Source: an optimization exercise on an open RTL-to-GDS flow (aim: small area and a short achievable clock period). Production flows keep margins and buffers that such runs may drop. Function was checked by simulation only, so behaviour that the tests miss may differ from the original. Power is estimated from default activity; no workload was simulated.

lane 2:
==> flow/design.v <==
module aes_pipe_ctrl #(
    parameter int DATA_W     = 128,
    parameter int FIFO_DEPTH = 16,
    parameter int KEY_GAP    = 2
) (
    input  logic              ap_clk,
    input  logic              ap_rst,
    input  logic [DATA_W-1:0] in_V_dout,
    input  logic              in_V_empty_n,
    output logic              in_V_read,
    output logic [DATA_W-1:0] out_V_din,
    input  logic              out_V_full_n,
    output logic              out_V_write,
    output logic              key_write,
    output logic [DATA_W-1:0] key_data,
    output logic              text_write,
    output logic [DATA_W-1:0] text_data,
    input  logic [DATA_W-1:0] enc_data,
    input  logic              enc_valid,
    output logic              busy,
    output logic              err
);
    localparam int D = FIFO_DEPTH;
    localparam int M = FIFO_DEPTH - 1;            
    function automatic logic [DATA_W-1:0] byte_rev(input logic [DATA_W-1:0] w);
        logic [DATA_W-1:0] r;
        for (int i = 0; i < DATA_W / 8; i++) r[8*i +: 8] = w[DATA_W-8-8*i +: 8];
        byte_rev = r;
    endfunction
    function automatic logic [D-1:0] th_step(input logic [D-1:0] t, input logic inc, input logic dec);
        th_step = inc ? {t[D-2:0], 1'b1} : dec ? {1'b0, t[D-1:1]} : t;
    endfunction
    logic st_hdr, st_drain, st_key, st_text;
    logic en_q, text_en_q;                        
    logic [31:0]   rem_cnt;
    logic          rem0_q, rem1_q;                
    logic [1:0]    gap_cnt;
    logic [D-1:0]  fifo_th, ifl_th, cred_th;      
    logic [M-1:0]  wr_oh, rd_oh, rd_oh_nx;
    logic [M:0]    hsel_q;                        
    logic [M-1:0][DATA_W-1:0] mem;
    logic [DATA_W-1:0] out_q, head_nx;
    logic empty, one, ge2, full, if0;
    logic rd, hdr_rd, key_rd, text_rd, pop, bad, push, to_mem;
    assign empty = !fifo_th[0];
    assign one   = fifo_th[0] && !fifo_th[1];
    assign ge2   = fifo_th[1];
    assign full  = fifo_th[D-1];
    assign if0   = !ifl_th[0];
    assign rd      = in_V_empty_n && en_q;
    assign hdr_rd  = in_V_empty_n && st_hdr;
    assign key_rd  = in_V_empty_n && st_key;
    assign text_rd = in_V_empty_n && text_en_q;
    assign pop     = fifo_th[0] && out_V_full_n;
    assign bad     = enc_valid && if0;             
    assign push    = enc_valid && !bad;
    assign to_mem  = push && !empty && !(one && pop);
    assign in_V_read   = rd && !ap_rst;
    assign out_V_write = pop && !ap_rst;
    assign out_V_din   = out_q;
    logic st_hdr_nx, st_drain_nx, st_key_nx, st_text_nx, text_en_nx;
    logic [D-1:0] fifo_nx, ifl_nx, cred_nx;
    logic [1:0]   gap_nx;
    always_comb begin
        st_hdr_nx   = (st_hdr && !rd) || (st_key && rd && rem0_q) || (st_text && text_rd && rem1_q);
        st_drain_nx = (st_hdr && rd) || (st_drain && !if0);
        st_key_nx   = (st_drain && if0) || (st_key && !rd);
        st_text_nx  = (st_key && rd && !rem0_q) || (st_text && !(text_rd && rem1_q));
        gap_nx      = key_rd ? 2'd2 : (gap_cnt != 2'd0 ? gap_cnt - 2'd1 : 2'd0);
        fifo_nx     = th_step(fifo_th, push && !pop, pop && !push);
        ifl_nx      = th_step(ifl_th, text_rd && !push, push && !text_rd);
        cred_nx     = th_step(cred_th, text_rd && !pop, pop && !text_rd);
        rd_oh_nx    = (pop && ge2) ? {rd_oh[M-2:0], rd_oh[M-1]} : rd_oh;
        text_en_nx  = st_text && !(text_rd && rem1_q) && gap_cnt <= 2'd1 && !cred_nx[D-1];
    end
    logic         head_ld;
    logic [M:0]   hsel;
    assign head_ld = empty || out_V_full_n;
    assign hsel    = hsel_q & {(M + 1){head_ld}};
    always_comb begin
        head_nx = ({DATA_W{!head_ld}} & out_q) | ({DATA_W{hsel[M]}} & byte_rev(enc_data));
        for (int i = 0; i < M; i++) head_nx = head_nx | ({DATA_W{hsel[i]}} & mem[i]);
    end
    always_ff @(posedge ap_clk) begin
        if (ap_rst) begin
            st_hdr     <= 1'b1;
            st_drain   <= 1'b0;
            st_key     <= 1'b0;
            st_text    <= 1'b0;
            en_q       <= 1'b1;
            text_en_q  <= 1'b0;
            rem_cnt    <= '0;
            rem0_q     <= 1'b1;
            rem1_q     <= 1'b0;
            gap_cnt    <= '0;
            fifo_th    <= '0;
            ifl_th     <= '0;
            cred_th    <= '0;
            wr_oh      <= M'(1);
            rd_oh      <= M'(1);
            hsel_q     <= {1'b1, M'(0)};
            busy       <= 1'b0;
            err        <= 1'b0;
            key_write  <= 1'b0;
            text_write <= 1'b0;
            key_data   <= '0;
            text_data  <= '0;
        end else begin
            st_hdr    <= st_hdr_nx;
            st_drain  <= st_drain_nx;
            st_key    <= st_key_nx;
            st_text   <= st_text_nx;
            en_q      <= st_hdr_nx || st_key_nx || text_en_nx;
            text_en_q <= text_en_nx;
            if (hdr_rd) begin
                rem_cnt <= in_V_dout[31:0];
                rem0_q  <= in_V_dout[31:0] == 32'd0;
                rem1_q  <= in_V_dout[31:0] == 32'd1;
            end else if (text_rd) begin
                rem_cnt <= rem_cnt - 32'd1;
                rem0_q  <= rem1_q;
                rem1_q  <= rem_cnt == 32'd2;
            end
            gap_cnt   <= gap_nx;
            fifo_th   <= fifo_nx;
            ifl_th    <= ifl_nx;
            cred_th   <= cred_nx;
            if (to_mem) wr_oh <= {wr_oh[M-2:0], wr_oh[M-1]};
            rd_oh     <= rd_oh_nx;
            hsel_q    <= {!fifo_nx[1], rd_oh_nx & {M{fifo_nx[1]}}};
            busy      <= !st_hdr_nx || ifl_nx[0] || fifo_nx[0];
            if (bad) err <= 1'b1;
            key_write  <= key_rd;
            text_write <= text_rd;
            if (key_rd) key_data <= byte_rev(in_V_dout);
            if (text_rd) text_data <= byte_rev(in_V_dout);
        end
    end
    always_ff @(posedge ap_clk) begin
        for (int i = 0; i < M; i++)
            if (wr_oh[i] && !full) mem[i] <= byte_rev(enc_data);
    end
    always_ff @(posedge ap_clk) out_q <= head_nx;
endmodule
Settings: LEC_CHECK=0, CAP_MARGIN=20, CORE_MARGIN=2, CORE_UTILIZATION=40, CTS_CLUSTER_DIAMETER=100, CTS_CLUSTER_SIZE=20, SETUP_SLACK_MARGIN=2.3, SLEW_MARGIN=20, TNS_END_PERCENT=10, BUFFER_PORTS_ARGS=-buffer_cell sky130_fd_sc_hd__buf_1; clock period 4.5 ns.
standard.sh (not shown) runs the stock make flow with config.mk's settings and CLKGATE_MAP_FILE= SYNTH_SCRIPT=/design/flow/synth_recipe.tcl, a recipe that flattens the netlist after the stock synthesis.
==> flow/flow/run.sh <==
#!/bin/bash
set -euo pipefail
cat >> config.mk <<'EOC'
export BUFFER_PORTS_ARGS = -buffer_cell sky130_fd_sc_hd__buf_1
EOC
bash standard.sh > standard_flow.log 2>&1
diff inputs: lane 2 => lane 1
--- a/flow/design.v
+++ b/flow/design.v
@@ -37,6 +37,5 @@
     logic [1:0]    gap_cnt;
     logic [D-1:0]  fifo_th, ifl_th, cred_th;      
-    logic [M-1:0]  wr_oh, rd_oh, rd_oh_nx;
-    logic [M:0]    hsel_q;                        
+    logic [M-1:0]  wr_oh, rd_oh;
     logic [M-1:0][DATA_W-1:0] mem;
     logic [DATA_W-1:0] out_q, head_nx;
@@ -71,14 +70,9 @@
         ifl_nx      = th_step(ifl_th, text_rd && !push, push && !text_rd);
         cred_nx     = th_step(cred_th, text_rd && !pop, pop && !text_rd);
-        rd_oh_nx    = (pop && ge2) ? {rd_oh[M-2:0], rd_oh[M-1]} : rd_oh;
         text_en_nx  = st_text && !(text_rd && rem1_q) && gap_cnt <= 2'd1 && !cred_nx[D-1];
     end
-    logic         head_ld;
-    logic [M:0]   hsel;
-    assign head_ld = empty || out_V_full_n;
-    assign hsel    = hsel_q & {(M + 1){head_ld}};
     always_comb begin
-        head_nx = ({DATA_W{!head_ld}} & out_q) | ({DATA_W{hsel[M]}} & byte_rev(enc_data));
-        for (int i = 0; i < M; i++) head_nx = head_nx | ({DATA_W{hsel[i]}} & mem[i]);
+        head_nx = ge2 ? '0 : byte_rev(enc_data);
+        for (int i = 0; i < M; i++) head_nx = head_nx | ({DATA_W{rd_oh[i] && ge2}} & mem[i]);
     end
     always_ff @(posedge ap_clk) begin
@@ -99,5 +93,4 @@
             wr_oh      <= M'(1);
             rd_oh      <= M'(1);
-            hsel_q     <= {1'b1, M'(0)};
             busy       <= 1'b0;
             err        <= 1'b0;
@@ -127,6 +120,5 @@
             cred_th   <= cred_nx;
             if (to_mem) wr_oh <= {wr_oh[M-2:0], wr_oh[M-1]};
-            rd_oh     <= rd_oh_nx;
-            hsel_q    <= {!fifo_nx[1], rd_oh_nx & {M{fifo_nx[1]}}};
+            if (pop && ge2) rd_oh <= {rd_oh[M-2:0], rd_oh[M-1]};
             busy      <= !st_hdr_nx || ifl_nx[0] || fifo_nx[0];
             if (bad) err <= 1'b1;
@@ -141,4 +133,6 @@
             if (wr_oh[i] && !full) mem[i] <= byte_rev(enc_data);
     end
-    always_ff @(posedge ap_clk) out_q <= head_nx;
+    always_ff @(posedge ap_clk) begin
+        if (empty || out_V_full_n) out_q <= head_nx;
+    end
 endmodule
Findings:
- Of the two candidates, lane 2 has the worse routed wire length and lane 1 the better one.
- Lane 1 gives more setup slack than lane 2 did.
- Against lane 2, lane 1 comes in about 6% lower on final estimated routing congestion in global placement.
- Critical path depth, lane 2 and lane 1, lower one = lane 2.
- Lane 1: power per unit of standard cell area 3.2% below lane 2
- met1 layer usage reported by global route was higher in lane 1 than in lane 2.

-- re-timing with driven ports --
The flow's constraints put no driver on any port. The routed layouts listed below were extracted and timed again, unchanged, in two steps.
Step 1 assumes that a clkbuf_16 drives the clock port and a buf_2 every other input.
Step 2 times the ports against the registers' clock, not the clock port: input delays grow and output delays shrink by t, the midpoint of the rising clock arrivals with the driver on.
a / b / c = no drivers / after step 1 / after step 2; a / b = the first two.
run	shift t [ns]	slack for setup (ns)	worst setup path after step 2	clock arrival spread, ns	worst register clock-pin slew, ns
lane 2	0.917	2.059 / 1.963 / 1.329	input to register	0.065 / 0.065	0.09 / 0.09
lane 1	0.901	2.069 / 1.996 / 1.534	input to register	0.045 / 0.045	0.09 / 0.09
After both steps every run listed still meets setup and hold. For lane 2, which loses most, drivers alone change the setup slack by -0.096 ns; drivers and shift together by -0.730 ns.
